Background: an optimization exercise with open tools, aiming at small area, a short achievable clock period and few clock cycles per item. Do not read the settings as production practice. At most, simulation tests tie the RTL to the original design; equivalence was not proved.

==> exp/juniper: inputs <==
Design rational_arith_reduce, start of the top module:
module rational_arith_reduce #(
   parameter int OPERAND_WIDTH = 16
) (
   input  logic                                  clock,
   input  logic                                  reset,
   input  logic                                  req_tvalid,
   output logic                                  req_tready,
   input  logic [8*((2+4*OPERAND_WIDTH+7)/8)-1:0] req_tdata,
   output logic                                  rsp_tvalid,
   input  logic                                  rsp_tready,
   output logic [71:0]                           rsp_tdata,
   output logic                                  rsp_tuser
);
==> flow/config.mk <==
export PLATFORM = sky130hd
export DESIGN_NAME = rational_arith_reduce
export DESIGN_NICKNAME = rational_arith_reduce
export VERILOG_FILES = /design/flow/design.v
export SDC_FILE = /design/flow/constraint.sdc
export NUM_CORES = 4
export LEC_CHECK = 0
export CAP_MARGIN = 20
export CORE_MARGIN = 2
export CORE_UTILIZATION = 40
export SLEW_MARGIN = 20
==> flow/constraint.sdc <==
create_clock -name core_clock -period 15.0 [get_ports {clock}]
set_input_delay 3.0000 -clock core_clock [delete_from_list [all_inputs] [get_ports {clock}]]
set_output_delay 3.0000 -clock core_clock [all_outputs]
set_load 0.01 [all_outputs]
standard.sh (not shown) runs the stock make flow with config.mk's settings and CLKGATE_MAP_FILE= SYNTH_SCRIPT=/design/flow/synth_recipe.tcl, a recipe that flattens the netlist after the stock synthesis.
==> flow/flow/run.sh <==
#!/bin/bash
# Standard layout (standard synthesis, floorplan, placement, CTS, routing) with
# the timing repair steps asked to leave 11.0 ns of setup slack at the design's
# clock period, so they size the critical paths up. The make output goes to
# make_finish.log; each ORFS step logs under orfs/logs/.
set -euo pipefail
bash standard.sh SETUP_SLACK_MARGIN=11.0 finish > make_finish.log 2>&1
==> inputs of exp/maple, as changes to exp/juniper <==
--- a/flow/design.v
+++ b/flow/design.v
@@ -98,18 +98,18 @@
    localparam int NW = 2 * W + 1;        
    localparam int UW = 2 * W;            
    localparam int DW = 2 * W - 1;        
    localparam logic [1:0] F_IDLE = 2'd0, F_MUL = 2'd1, F_POST = 2'd2;
    logic [1:0]    fe_st;
    logic [1:0]    cmd_q;
    logic [W-1:0]  xa_q, xb_q;           
    logic [W:0]    q1_q, q2_q;
-   logic [W+2:0]  hn_q;                 
-   logic [W+1:0]  hd_q;                 
+   logic [W:0]    hn_q;                 
+   logic [W-1:0]  hd_q;                 
    logic          sd_q;                 
    logic          err_q;
    logic [2:0]    cnt_q;
    logic          is_add, is_sub, is_mul, is_div;
    assign is_add = (cmd_q == rar_pkg::CMD_ADD);
    assign is_sub = (cmd_q == rar_pkg::CMD_SUB);
    assign is_mul = (cmd_q == rar_pkg::CMD_MUL);
    assign is_div = (cmd_q == rar_pkg::CMD_DIV);
@@ -142,19 +142,19 @@
    logic          in_sd;
    assign {dgn1, dgn2, dgd} = dg_q;
    assign in_sd = req_tdata[2 + 2*W - 1] ^
                   ((req_tdata[1:0] == rar_pkg::CMD_DIV) ? req_tdata[2 + 3*W - 1]
                                                         : req_tdata[2 + 4*W - 1]);
    assign ppn1 = ppsel(dgn1, xa_q);
    assign ppn2 = ppsel(dgn2, xb_q);
    assign ppd  = ppsel(dgd,  xb_q);
-   assign sumn = hn_q + {ppn1[W+1], ppn1} + {ppn2[W+1], ppn2}
+   assign sumn = {{2{hn_q[W]}}, hn_q} + {ppn1[W+1], ppn1} + {ppn2[W+1], ppn2}
                + (W+3)'(dgn1[2]) + (W+3)'(dgn2[2]);
-   assign sumd = hd_q + ppd + (W+2)'(dgd[2]);
+   assign sumd = {{2{hd_q[W-1]}}, hd_q} + ppd + (W+2)'(dgd[2]);
    logic [NW-1:0] accn;
    logic [UW-1:0] accd;
    assign accn = {hn_q[W:0], q2_q[W:1]};
    assign accd = {hd_q[W-1:0], q1_q[W:1]};
    logic          special;
    logic          strip;
    logic          fe_rdy;
    logic          hand;
@@ -196,39 +196,40 @@
             hd_q  <= '0;
          end
          F_MUL: begin
             if (cnt_q == 3'd0)
                err_q <= (xb_q == '0) || (q1_q == '0) || (is_div && (q2_q == '0));
             dg_q  <= digits(cmd_q, sd_q, q1_q[4:2], q2_q[4:2]);
             q1_q  <= {sumd[1:0], q1_q[W:2]};
             q2_q  <= {sumn[1:0], q2_q[W:2]};
-            hd_q  <= {{2{sumd[W+1]}}, sumd[W+1:2]};
-            hn_q  <= {{2{sumn[W+2]}}, sumn[W+2:2]};
+            hd_q  <= sumd[W+1:2];
+            hn_q  <= sumn[W+2:2];
             cnt_q <= cnt_q + 1'b1;
          end
          F_POST: begin
             if (strip) begin
-               hn_q <= {hn_q[W+2], hn_q[W+2:1]};
+               hn_q <= {hn_q[W], hn_q[W:1]};
                q2_q <= {hn_q[0], q2_q[W:1]};
-               hd_q <= {1'b0, hd_q[W+1:1]};
+               hd_q <= {1'b0, hd_q[W-1:1]};
                q1_q <= {hd_q[0], q1_q[W:1]};
             end
          end
          default: ;
       endcase
    end
    logic          busy_q, first_q, val_q, lerr_q;
    logic          p_sw_q, p_neg_q, p_sp_q, p_err_q;
    logic [UW-1:0] u_q, v_q;
    logic [NW-1:0] c0n_q, c1n_q;
    logic [DW-1:0] c0d_q, c1d_q;
-   logic          step;
-   assign hand = fe_rdy & ~busy_q;
-   assign step = busy_q & ~val_q;
+   logic          step, fin;
+   assign step = busy_q & (~val_q | (first_q & ~v_q[0] & ~p_sp_q));
+   assign fin  = step & (p_sp_q | done);
+   assign hand = fe_rdy & (~busy_q | fin);
    logic          h_sgn, h_sw;
    logic [UW-1:0] h_absn, h_d;
    logic [NW-1:0] h_one;
    assign h_sgn  = accn[NW-1];
    assign h_absn = h_sgn ? UW'(-accn) : accn[UW-1:0];
    assign h_d    = accd;
    assign h_sw   = ~accn[0] | special;
    assign h_one  = {{(NW-1){h_sgn ^ sd_q}}, 1'b1};
@@ -236,18 +237,18 @@
    logic [DW-1:0] c0d;
    assign c0n = first_q ? (p_sw_q ? '0 : {{(NW-1){p_neg_q}}, 1'b1}) : c0n_q;
    assign c0d = first_q ? {{(DW-1){1'b0}}, p_sw_q} : c0d_q;
    logic          vodd, neg, done;
    logic [UW:0]   d1;
    logic [UW-1:0] d2, mag, x;
    logic [1:0]    s;
    logic [UW-1:0] v_next;
-   logic [NW-1:0] c1n_sh, c0n_sh;
-   logic [DW-1:0] c1d_sh, c0d_sh;
+   logic [NW-1:0] c1n_sh;
+   logic [DW-1:0] c1d_sh;
    logic [UW-1:0] pg_g [0:5];
    logic [UW-1:0] pg_p [0:5];
    logic [UW-1:0] hp, c_lo, c_hi;
    assign hp       = u_q ^ ~v_q;
    assign pg_g[0]  = u_q & ~v_q;
    assign pg_p[0]  = hp;
    for (genvar l = 0; l < 5; l++) begin : g_lvl
       for (genvar i = 0; i < UW; i++) begin : g_bit
@@ -273,67 +274,67 @@
    logic [3:1]    xl;
    assign xl   = vodd ? d1[3:1] : v_q[3:1];
    assign s    = xl[1] ? 2'd0 : xl[2] ? 2'd1 : xl[3] ? 2'd2 : 2'd3;
    function automatic logic [UW-1:0] rsh(input logic [UW-1:0] a, input logic [1:0] k);
       logic [UW-1:0] b;
       b = {1'b0, a[UW-1:1]};
       rsh = b >> k;
    endfunction
-   assign v_next = vodd ? (neg ? rsh(d2, s) : rsh(d1[UW-1:0], s)) : rsh(v_q, s);
-   assign c1n_sh = {c1n_q[NW-2:0], 1'b0} << s;
-   assign c0n_sh = {c0n[NW-2:0], 1'b0} << s;
-   assign c1d_sh = {c1d_q[DW-2:0], 1'b0} << s;
-   assign c0d_sh = {c0d[DW-2:0], 1'b0} << s;
+   assign v_next = rsh(x, s);
+   logic [NW-1:0] cmn;
+   logic [DW-1:0] cmd_;
+   assign cmn    = (vodd & ~neg) ? c0n : c1n_q;
+   assign cmd_   = (vodd & ~neg) ? c0d : c1d_q;
+   assign c1n_sh = {cmn[NW-2:0], 1'b0} << s;
+   assign c1d_sh = {cmd_[DW-2:0], 1'b0} << s;
    always_ff @(posedge clock) begin
       if (reset) begin
          busy_q <= 1'b0;
          val_q  <= 1'b0;
       end else begin
          if (hand)
             busy_q <= 1'b1;
-         else if (step && (p_sp_q || done))
+         else if (fin)
             busy_q <= 1'b0;
-         if (step && (p_sp_q || done))
+         if (fin)
             val_q <= 1'b1;
          else if (rsp_tready)
             val_q <= 1'b0;
       end
    end
    always_ff @(posedge clock) begin
+      if (step) begin
+         if (p_sp_q) begin
+            lerr_q <= p_err_q;
+            c0n_q  <= c0n;
+            c0d_q  <= c0d;
+         end else begin
+            v_q <= v_next;
+            c1n_q <= c1n_sh;
+            c1d_q <= c1d_sh;
+            if (vodd) begin
+               first_q <= 1'b0;
+               lerr_q  <= 1'b0;
+               u_q     <= neg ? u_q : v_q;
+               c0n_q <= first_q ? (p_sw_q ? c1n_q : {{(NW-1){p_neg_q}}, 1'b1})
+                                : c0n_q + c1n_q;
+               c0d_q <= first_q ? (p_sw_q ? {{(DW-1){1'b0}}, 1'b1} : c1d_q)
+                                : c0d_q + c1d_q;
+            end
+         end
+      end
       if (hand) begin
          first_q <= 1'b1;
          p_sw_q  <= h_sw;
          p_neg_q <= h_sgn ^ sd_q;
          p_sp_q  <= special;
          p_err_q <= err_q;
          u_q     <= h_sw ? h_d : h_absn;
          v_q     <= h_sw ? h_absn : h_d;
          c1n_q   <= h_sw ? h_one : '0;
          c1d_q   <= {{(DW-1){1'b0}}, ~h_sw};
-      end else if (step) begin
-         first_q <= 1'b0;
-         if (p_sp_q) begin
-            lerr_q <= p_err_q;
-            c0n_q  <= c0n;
-            c0d_q  <= c0d;
-         end else begin
-            lerr_q <= 1'b0;
-            v_q    <= v_next;
-            if (vodd) begin
-               u_q   <= neg ? u_q : v_q;
-               c0n_q <= c0n + c1n_q;
-               c0d_q <= c0d + c1d_q;
-               c1n_q <= neg ? c1n_sh : c0n_sh;
-               c1d_q <= neg ? c1d_sh : c0d_sh;
-            end else begin
-               c0n_q <= c0n;
-               c0d_q <= c0d;
-               c1n_q <= c1n_sh;
-               c1d_q <= c1d_sh;
-            end
-         end
       end
    end
    assign rsp_tvalid = val_q;
    assign rsp_tdata  = {7'b0, 1'b0, c0d_q, c0n_q};
    assign rsp_tuser  = lerr_q;
 endmodule
==> flow/flow/run.sh (replaced) <==
#!/bin/bash
# Standard layout (standard synthesis, floorplan, placement, CTS, routing) with
# the timing repair steps asked to leave 10.7 ns of setup slack at the design's
# clock period, so they size the critical paths up, and every port buffered
# with buf_2 rather than the default delay-buffer cell. The make output goes to
# make_finish.log; each ORFS step logs under orfs/logs/.
set -euo pipefail
bash standard.sh SETUP_SLACK_MARGIN=10.7 "BUFFER_PORTS_ARGS=-buffer_cell sky130_fd_sc_hd__buf_2" finish > make_finish.log 2>&1
==> flow/config.mk (replaced) <==
export PLATFORM = sky130hd
export DESIGN_NAME = rational_arith_reduce
export DESIGN_NICKNAME = rational_arith_reduce
export VERILOG_FILES = /design/flow/design.v
export SDC_FILE = /design/flow/constraint.sdc
export NUM_CORES = 4
export LEC_CHECK = 0
export CAP_MARGIN = 20
export CORE_MARGIN = 2
export CORE_UTILIZATION = 65
export CTS_CLUSTER_DIAMETER = 100
export CTS_CLUSTER_SIZE = 24
export SLEW_MARGIN = 20
==> out/metrics.csv <==
metric,value,unit
outcome,"complete, no violations",
num-nonclk-buffers,213,
whs,520,ps
cts_resized,18,
gp_congestion,0.932,
fmax,235,MHz
place_area,26500,um2
That was exp/maple.
==> out/metrics.csv <==
metric,value,unit
outcome,"complete, no violations",
place_area,28100,um2
fmax,237,MHz
gp_congestion,0.893,
That was exp/juniper.
Testbench counts of exp/maple, summed over its fixed seeds: cycles 38,469, items 2,400.
No functional check of the RTL was part of exp/juniper.

port drivers added, routing unchanged:
How much do the figures lean on ideal ports? The routed layouts below were timed once more, with nothing changed but the port constraints. Step 1 assumes that a clkbuf_16 drives the clock port and a buf_2 every other input. Step 2 moves the port delays by t, midway between the first and last clock arrival at a register: inputs arrive t later, outputs are due t later. That takes back most of the time a late clock gives input paths. Three values: ideal ports, drivers, drivers and shift; two values: the first two.
run	shift t [ns]	setup WS [ns]	clock arrival spread, ns
exp/juniper	0.622	10.774 / 10.715 / 10.418	0.032 / 0.032
exp/maple	0.597	10.738 / 10.706 / 10.663	0.027 / 0.027
After both steps setup and hold are still met in every run listed. For exp/juniper, which loses most, drivers alone change the setup slack by -0.059 ns; drivers and shift together by -0.356 ns.
